Source: an optimization exercise on an open RTL-to-GDS flow (aim: small area, a short achievable clock period and few clock cycles per item). Production flows keep margins and buffers that such runs may drop.
Function was checked by simulation only, so behaviour that the tests miss may differ from the original.
Power and IR drop assume default switching activity.

[design/flow/design.v]
`timescale 1ns / 1ps
package udta_pkg;
    localparam int VALUE_WIDTH_DEF = 32;
    localparam int MAX_DIGITS_DEF  = 10;
    localparam int STEP_BITS = 4;
    localparam int DIGIT_W = 4;
    localparam logic [DIGIT_W-1:0] DABBLE_LIMIT = 4'd5;
    localparam logic [DIGIT_W-1:0] DABBLE_ADJ   = 4'd3;
    localparam int                 CHAR_W     = 6;
    localparam logic [CHAR_W-1:0]  ASCII_ZERO = 6'd48;
endpackage
`timescale 1ns / 1ps
module udta_dabble_stage #(
    parameter int VALUE_WIDTH = udta_pkg::VALUE_WIDTH_DEF,
    parameter int MAX_DIGITS  = udta_pkg::MAX_DIGITS_DEF,
    parameter int STEPS       = udta_pkg::STEP_BITS
) (
    input  logic                                   clk,
    input  logic                                   rst_n,
    input  logic                                   in_valid,
    input  logic [VALUE_WIDTH-1:0]                 in_val,
    input  logic [MAX_DIGITS*udta_pkg::DIGIT_W-1:0] in_bcd,
    input  logic                                   in_ovf,
    output logic                                   ready,
    output logic                                   out_valid,
    output logic [VALUE_WIDTH-1:0]                 out_val,
    output logic [MAX_DIGITS*udta_pkg::DIGIT_W-1:0] out_bcd,
    output logic                                   out_ovf,
    input  logic                                   out_ready
);
    localparam int BCD_W = MAX_DIGITS * udta_pkg::DIGIT_W;
    logic                   valid_reg;
    logic [VALUE_WIDTH-1:0] val_reg;
    logic [BCD_W-1:0]       bcd_reg;
    logic                   ovf_reg;
    logic [VALUE_WIDTH-1:0] val_next;
    logic [BCD_W-1:0]       bcd_next;
    logic                   ovf_next;
    always_comb
    begin
        val_next = in_val;
        bcd_next = in_bcd;
        ovf_next = in_ovf;
        for (int s = 0; s < STEPS; s++)
        begin
            for (int d = 0; d < MAX_DIGITS; d++)
            begin
                if (bcd_next[d*udta_pkg::DIGIT_W +: udta_pkg::DIGIT_W] >= udta_pkg::DABBLE_LIMIT)
                begin
                    bcd_next[d*udta_pkg::DIGIT_W +: udta_pkg::DIGIT_W] =
                        bcd_next[d*udta_pkg::DIGIT_W +: udta_pkg::DIGIT_W] + udta_pkg::DABBLE_ADJ;
                end
            end
            ovf_next = ovf_next | bcd_next[BCD_W-1];
            bcd_next = {bcd_next[BCD_W-2:0], val_next[VALUE_WIDTH-1]};
            val_next = {val_next[VALUE_WIDTH-2:0], 1'b0};
        end
    end
    assign ready = !valid_reg || out_ready;
    always_ff @(posedge clk or negedge rst_n)
    begin
        if (!rst_n)
        begin
            valid_reg <= 1'b0;
        end
        else if (ready)
        begin
            valid_reg <= in_valid;
        end
    end
    always_ff @(posedge clk)
    begin
        if (ready && in_valid)
        begin
            val_reg <= val_next;
            bcd_reg <= bcd_next;
            ovf_reg <= ovf_next;
        end
    end
    assign out_valid = valid_reg;
    assign out_val   = val_reg;
    assign out_bcd   = bcd_reg;
    assign out_ovf   = ovf_reg;
endmodule
`timescale 1ns / 1ps
module udta_emit #(
    parameter int MAX_DIGITS = udta_pkg::MAX_DIGITS_DEF
) (
    input  logic                                    clk,
    input  logic                                    rst_n,
    input  logic                                    in_valid,
    input  logic [MAX_DIGITS*udta_pkg::DIGIT_W-1:0] in_bcd,
    input  logic                                    in_ovf,
    output logic                                    ready,
    output logic                                    digit_valid,
    input  logic                                    digit_stall,
    output logic [udta_pkg::CHAR_W-1:0]             digit_char,
    output logic                                    last_digit
);
    localparam int BCD_W = MAX_DIGITS * udta_pkg::DIGIT_W;
    localparam int IDX_W = $clog2(MAX_DIGITS);
    logic                valid_reg;
    logic [BCD_W-1:0]    bcd_reg;
    logic [IDX_W-1:0]    idx_reg;
    logic [IDX_W-1:0]    idx_next;
    logic [IDX_W-1:0]    lead;
    logic                done;
    logic                load;
    logic [udta_pkg::DIGIT_W-1:0] cur_digit;
    always_comb
    begin
        lead = '0;
        for (int d = 0; d < MAX_DIGITS; d++)
        begin
            if (in_bcd[d*udta_pkg::DIGIT_W +: udta_pkg::DIGIT_W] != '0)
            begin
                lead = IDX_W'(d);
            end
        end
        if (in_ovf)
        begin
            lead = IDX_W'(MAX_DIGITS - 1);
        end
    end
    assign done  = valid_reg && !digit_stall && (idx_reg == '0);
    assign ready = !valid_reg || done;
    assign load  = ready && in_valid;
    always_comb
    begin
        idx_next = idx_reg;
        if (load)
        begin
            idx_next = lead;
        end
        else if (valid_reg && !digit_stall && (idx_reg != '0))
        begin
            idx_next = idx_reg - 1'b1;
        end
    end
    always_ff @(posedge clk or negedge rst_n)
    begin
        if (!rst_n)
        begin
            valid_reg <= 1'b0;
            idx_reg   <= '0;
        end
        else
        begin
            idx_reg <= idx_next;
            if (ready)
            begin
                valid_reg <= in_valid;
            end
        end
    end
    always_ff @(posedge clk)
    begin
        if (load)
        begin
            bcd_reg <= in_bcd;
        end
    end
    assign cur_digit   = bcd_reg[idx_reg*udta_pkg::DIGIT_W +: udta_pkg::DIGIT_W];
    assign digit_valid = valid_reg;
    assign digit_char  = udta_pkg::ASCII_ZERO
                         + {{(udta_pkg::CHAR_W-udta_pkg::DIGIT_W){1'b0}}, cur_digit};
    assign last_digit  = (idx_reg == '0);
endmodule
`timescale 1ns / 1ps
module unsigned_decimal_to_ascii #(
    parameter int VALUE_WIDTH = udta_pkg::VALUE_WIDTH_DEF,
    parameter int MAX_DIGITS  = udta_pkg::MAX_DIGITS_DEF
) (
    input  logic                          clk,
    input  logic                          rst_n,
    input  logic                          value_valid,
    output logic                          value_stall,
    input  logic [VALUE_WIDTH-1:0]        value,
    output logic                          digit_valid,
    input  logic                          digit_stall,
    output logic [udta_pkg::CHAR_W-1:0]   digit_char,
    output logic                          last_digit
);
    localparam int BCD_W      = MAX_DIGITS * udta_pkg::DIGIT_W;
    localparam int NUM_STAGES = (VALUE_WIDTH + udta_pkg::STEP_BITS - 1) / udta_pkg::STEP_BITS;
    logic                   st_valid [0:NUM_STAGES];
    logic                   st_ready [0:NUM_STAGES];
    logic [VALUE_WIDTH-1:0] st_val   [0:NUM_STAGES];
    logic [BCD_W-1:0]       st_bcd   [0:NUM_STAGES];
    logic                   st_ovf   [0:NUM_STAGES];
    assign st_valid[0]  = value_valid;
    assign st_val[0]    = value;
    assign st_bcd[0]    = '0;
    assign st_ovf[0]    = 1'b0;
    assign value_stall  = !st_ready[0];
    for (genvar g = 0; g < NUM_STAGES; g++)
    begin : g_stage
        localparam int LEFT  = VALUE_WIDTH - g * udta_pkg::STEP_BITS;
        localparam int STEPS = (LEFT < udta_pkg::STEP_BITS) ? LEFT : udta_pkg::STEP_BITS;
        udta_dabble_stage #(
            .VALUE_WIDTH (VALUE_WIDTH),
            .MAX_DIGITS  (MAX_DIGITS),
            .STEPS       (STEPS)
        ) u_stage (
            .clk       (clk),
            .rst_n     (rst_n),
            .in_valid  (st_valid[g]),
            .in_val    (st_val[g]),
            .in_bcd    (st_bcd[g]),
            .in_ovf    (st_ovf[g]),
            .ready     (st_ready[g]),
            .out_valid (st_valid[g+1]),
            .out_val   (st_val[g+1]),
            .out_bcd   (st_bcd[g+1]),
            .out_ovf   (st_ovf[g+1]),
            .out_ready (st_ready[g+1])
        );
    end
    udta_emit #(
        .MAX_DIGITS (MAX_DIGITS)
    ) u_emit (
        .clk         (clk),
        .rst_n       (rst_n),
        .in_valid    (st_valid[NUM_STAGES]),
        .in_bcd      (st_bcd[NUM_STAGES]),
        .in_ovf      (st_ovf[NUM_STAGES]),
        .ready       (st_ready[NUM_STAGES]),
        .digit_valid (digit_valid),
        .digit_stall (digit_stall),
        .digit_char  (digit_char),
        .last_digit  (last_digit)
    );
endmodule
[design/flow/run.sh]
#!/bin/bash
# synth_recipe.tcl (not shown) runs the flow's synth.tcl, then flattens the netlist and writes it again
# the make line also repeats each setting of config.mk as NAME=value (left out here)
make -C /OpenROAD-flow-scripts/flow DESIGN_CONFIG=/design/flow/config.mk WORK_HOME=/design/flow/orfs CLKGATE_MAP_FILE= SYNTH_SCRIPT=/design/flow/synth_recipe.tcl finish
[design/flow/config.mk]
export PLATFORM = sky130hd
export DESIGN_NAME = unsigned_decimal_to_ascii
export DESIGN_NICKNAME = unsigned_decimal_to_ascii
export VERILOG_FILES = /design/flow/design.v
export SDC_FILE = /design/flow/constraint.sdc
export NUM_CORES = 4
export LEC_CHECK = 0
export CAP_MARGIN = 20
export CORE_MARGIN = 2
export CORE_UTILIZATION = 40
export SLEW_MARGIN = 20
[design/flow/constraint.sdc]
create_clock -name core_clock -period 5.5 [get_ports {clk}]
set_input_delay 1.1000 -clock core_clock [delete_from_list [all_inputs] [get_ports {clk}]]
set_output_delay 1.1000 -clock core_clock [all_outputs]
set_load 0.01 [all_outputs]
==> summary.txt <==
-- critical path, stage by stage, from the launching register on --
cell                              delay, ns
sky130_fd_sc_hd__dfrtp_1               0.82
sky130_fd_sc_hd__inv_1                 0.13
sky130_fd_sc_hd__ha_1                  0.25
sky130_fd_sc_hd__nand3b_1              0.14
sky130_fd_sc_hd__o21a_1                0.37
sky130_fd_sc_hd__nand3_1               0.15
sky130_fd_sc_hd__nor2_1                0.39
sky130_fd_sc_hd__and3_1                0.36
sky130_fd_sc_hd__nand4_1               0.18
sky130_fd_sc_hd__inv_1                 0.10
sky130_fd_sc_hd__clkdlybuf4s50_1       0.54
-- power breakdown --
part | switching [W] | internal (W)
Combinational | 0.00598 | 0.00459
Sequential | 0.000235 | 0.00388
Clock | 0.00111 | 0.00172
Total | 0.00732 | 0.0102
-- layer usage --
metal | up-vias | GRT usage (%)
li1 | 11181 | -
met5 | - | 0
met2 | 218 | 26.4
met1 | 10299 | 16.5
met3 | 69 | 1.77
met4 | 0 | 3.97
-- per-stage QoR --
| step | util, % | area (um2) | std cells | hold WS [ns] | setup slack, ns |
|---|---|---|---|---|---|
| after floorplan | - | 28400 | 2939 | 0.400 | 0.621 |
| after global placement | 42.8 | 30000 | 3909 | 0.402 | 0.752 |
| after detailed placement | 42.8 | 30000 | 3909 | 0.405 | 0.695 |
| after CTS | 44.8 | 31500 | 3984 | 0.412 | 0.389 |
| after global routing | 44.8 | 31500 | 3985 | 0.413 | 0.130 |
| final | 44.8 | 31500 | 3985 | 0.410 | 0.398 |
-- synthesized netlist by cell type, types with 19 or more instances --
cell type / number / area share [%]
sky130_fd_sc_hd__a211o_1: 23 / 0.71
sky130_fd_sc_hd__a211oi_1: 54 / 1.4
sky130_fd_sc_hd__a21boi_0: 28 / 0.74
sky130_fd_sc_hd__a21o_1: 50 / 1.3
sky130_fd_sc_hd__a21oi_1: 218 / 3.8
sky130_fd_sc_hd__a31oi_1: 33 / 0.73
sky130_fd_sc_hd__and2_1: 26 / 0.57
sky130_fd_sc_hd__edfxtp_1: 338 / 36
sky130_fd_sc_hd__ha_1: 249 / 11
sky130_fd_sc_hd__inv_1: 282 / 3.7
sky130_fd_sc_hd__mux2_2: 60 / 2.4
sky130_fd_sc_hd__mux2i_1: 141 / 5.0
sky130_fd_sc_hd__nand2_1: 180 / 2.4
sky130_fd_sc_hd__nand2b_1: 102 / 2.2
sky130_fd_sc_hd__nand3_1: 27 / 0.48
sky130_fd_sc_hd__nor2_1: 145 / 1.9
sky130_fd_sc_hd__nor2b_1: 51 / 1.1
sky130_fd_sc_hd__nor3_1: 69 / 1.2
sky130_fd_sc_hd__nor3b_1: 41 / 1.1
sky130_fd_sc_hd__o211a_1: 19 / 0.67
sky130_fd_sc_hd__o211ai_1: 38 / 1.0
sky130_fd_sc_hd__o21a_1: 34 / 0.90
sky130_fd_sc_hd__o21ai_0: 170 / 3.0
sky130_fd_sc_hd__o21ai_1: 23 / 0.40
sky130_fd_sc_hd__o22ai_1: 29 / 0.64
sky130_fd_sc_hd__o31ai_1: 19 / 0.50
sky130_fd_sc_hd__or2_2: 27 / 0.59
sky130_fd_sc_hd__or3_1: 25 / 0.55
sky130_fd_sc_hd__xnor2_1: 90 / 2.8
-- cells by family (layout without fill, tap and decap cells) --
family	after synthesis	after routing	share of synthesized area, %
AND/OR/NAND/NOR	781	781	14.4
multiplexers	212	212	8.14
XOR/XNOR	107	107	3.45
buffers and inverters	307	413	4.12
AO/OA/AOI/OAI	930	930	22.1
other	1	2	0.0132
flip-flops	351	351	36.8
adder cells (fa/ha/maj)	249	249	11.0
-- cell type report --
| class | instances | area share, % |
|---|---|---|
| clock buffer | 47 | 3.47 |
| clock inverter | 28 | 1.02 |
| inverter | 288 | 3.43 |
| multi-input combinational | 2281 | 53.5 |
| sequential | 351 | 33.3 |
| tap | 940 | 3.74 |
| timing repair buffer | 50 | 1.57 |
-- worst paths after layout --
| kind | startpoint | to | cells past startpoint | slack [ns] |
|---|---|---|---|---|
| worst max register to register | g_stage[2].u_stage.bcd_reg[12] | g_stage[3].u_stage.bcd_reg[13] | 21 | 0.68 |
| max in group asynchronous | rst_n | g_stage[4].u_stage.valid_reg | 1 | 3.99 |
| worst max-delay path | u_emit.idx_reg[0] | value_stall | 10 | 0.40 |
| min in group asynchronous | rst_n | g_stage[3].u_stage.valid_reg | 1 | 1.01 |
| worst min-delay path | g_stage[2].u_stage.val_reg[28] | g_stage[3].u_stage.bcd_reg[0] | 0 | 0.41 |
| worst min register to register | g_stage[2].u_stage.val_reg[28] | g_stage[3].u_stage.bcd_reg[0] | 0 | 0.41 |
-- cells in the final DEF (no fill, tap or decap), types with 69 or more instances in the layout --
master / Yosys / routed
sky130_fd_sc_hd__mux2i_1: 141 / 141
sky130_fd_sc_hd__nand2_1: 180 / 180
sky130_fd_sc_hd__xnor2_1: 90 / 90
sky130_fd_sc_hd__inv_1: 282 / 282
sky130_fd_sc_hd__o21ai_0: 170 / 170
sky130_fd_sc_hd__ha_1: 249 / 249
sky130_fd_sc_hd__a21oi_1: 218 / 218
sky130_fd_sc_hd__nand2b_1: 102 / 102
sky130_fd_sc_hd__nor3_1: 69 / 69
sky130_fd_sc_hd__nor2_1: 145 / 145
sky130_fd_sc_hd__edfxtp_1: 338 / 338
==> summary.txt <==
* Run status: finished clean
* Portion of the clock cycle consumed by the worst path in the final layout at a little over 90%
* Post-synthesis cell area at between 20000 and 30000 um2
* Power per cell area at around 560 nW/um2
* CTS tree: built
* Buffers from clock root to sink, at most at 3
* Routed met1 length at around 24 mm
* Setup Buffers After CTS at 0
* Post-CTS sizing at 0
* Die boundary width at about 270 um
* Starting Density at between 40% and 50%
* Number of global-route vias before repair at roughly 21000
* Y dimension of the die at around 270 um
* Number of I/O port buffers at between 40 and 50
* DRC at 0
* Total detailed-routing wirelength at roughly 53 mm
* Warnings, synthesis at 12
* Gr ovfl total at 0
* Number of buffers inserted for hold repair after clock tree synthesis at 0
* Largest net degree at the start of global routing at 45
* Met2 WL at 26.7 mm
* Fmax achieved at ~0.2 GHz
* Antenna violations before repair at 1
* Sum of negative setup slack at 0 ns
* Number of enable flip-flop cells after synthesis at around 340
* Vias after detailed routing at approximately 22000
* Area growth, synth to finish at 10.7%
* Core region area at 70300 um2
* Weighted congestion reported at the end of routability-driven placement at between 0.7 and 0.8
* Met3 wire length at around 1.3 mm
* Fraction of registers with async set/reset at 3.70%
* Global router's overall resource usage at around 14%
* Setup-violating endpoint count in the final report at 0
* Top layer in use: met4
* Post-synth cell types at roughly 110
* Clock network latency to the later pin of the worst-skew pair at roughly 0.57 ns
* Die Footprint at 73300 um2
* CTS clk-pin slew, worst paths at 0.06 ns
* Crit path max fanout at 15
* Average footprint of a synthesized cell at 9.68 um2
* Worst Setup Start Kind: register
* Clk Tree Root Cell: sky130_fd_sc_hd__clkbuf_16
* Fillers at around 6600
* I/O pin count at 45
* CP required at ~4.4 ns
* Mapped Cells at about 2900
* DR pass1 iterations at 5
* Measured slew at the worst slew-check pin at about 0.95 ns
* TritonCTS Buffers at 42
* Number of max-capacitance violations reported at 0
* Tot Pwr at approximately 0.018 W
* Standard-cell rows at 97
* Element type at the critical path end: output port
* Number of inserted diodes at 0
* Post-detail-place hpwl at roughly 40 mm
* Predominant post-synthesis flop cell: sky130_fd_sc_hd__edfxtp_1
* Sink Count at 351
* ANT nets after route at 0
* Path type of the worst setup path: reg2out
* Area taken by multi-input logic gates at about 17000 um2
* Largest register FFs at 185
* Sequential cell area at 10500 um2
* Hold Violations, Final at 0
* Wire length of the first global-routing pass at about 91 mm
* Arrival time at the worst endpoint at 4.00 ns
* Worst hold path type: reg2reg
* Depth of the CTS H-tree at 2
* Count of final max-slew check failures at 0
* Final Skew at 0.0249 ns
* RSZ-0062 raised after global routing: no
* Flop and latch count out of synthesis at 351
* First DRT Iteration DRCs at 858
* Clock period minus final worst setup slack at approximately 5.1 ns
* Fraction of the yosys area taken by sequential cells at 36.8%
* NumNets Final at roughly 3300
* Share of cells above drive strength 1 at under 10%
* Detailed-route wire length per cell at 13.3 um
* Average vias per placed instance at ~5.5
* Maximum resistive drop on vdd at 0.247 mV
* Leakage power total at between 10 and 15 nW
* Max-Slew Margin vs Limit at about 36%
Testbench counts, summed over its fixed seeds: cycles 16,370, items 3,200.

-- what the ideal ports hide --
How much do the figures lean on ideal ports? The routed layout below was timed once more, with nothing changed but the port constraints. Step 1: set_driving_cell puts a clkbuf_16 on clk and a buf_2 on each other input, an assumption about the parent block. Step 2 adds t to the input delays and takes it off the output delays; t is the mean of the earliest and latest rising clock arrival at the registers after step 1. Input paths then give back, and output paths get back, about the clock's delay inside the block. a / b / c = ideal ports / drivers / drivers and shift; a / b = the first two.
shift t [ns]: 0.616
setup WS [ns]: 0.398 / 0.340 / 0.657
hold slack, ns: 0.410 / 0.410 / 0.410
worst setup path at the end: input to output
worst data-port slew with drivers (ns): 0.07
After both steps setup and hold are still met in this run. For this run, drivers alone change the setup slack by -0.058 ns; drivers and shift together by +0.259 ns.
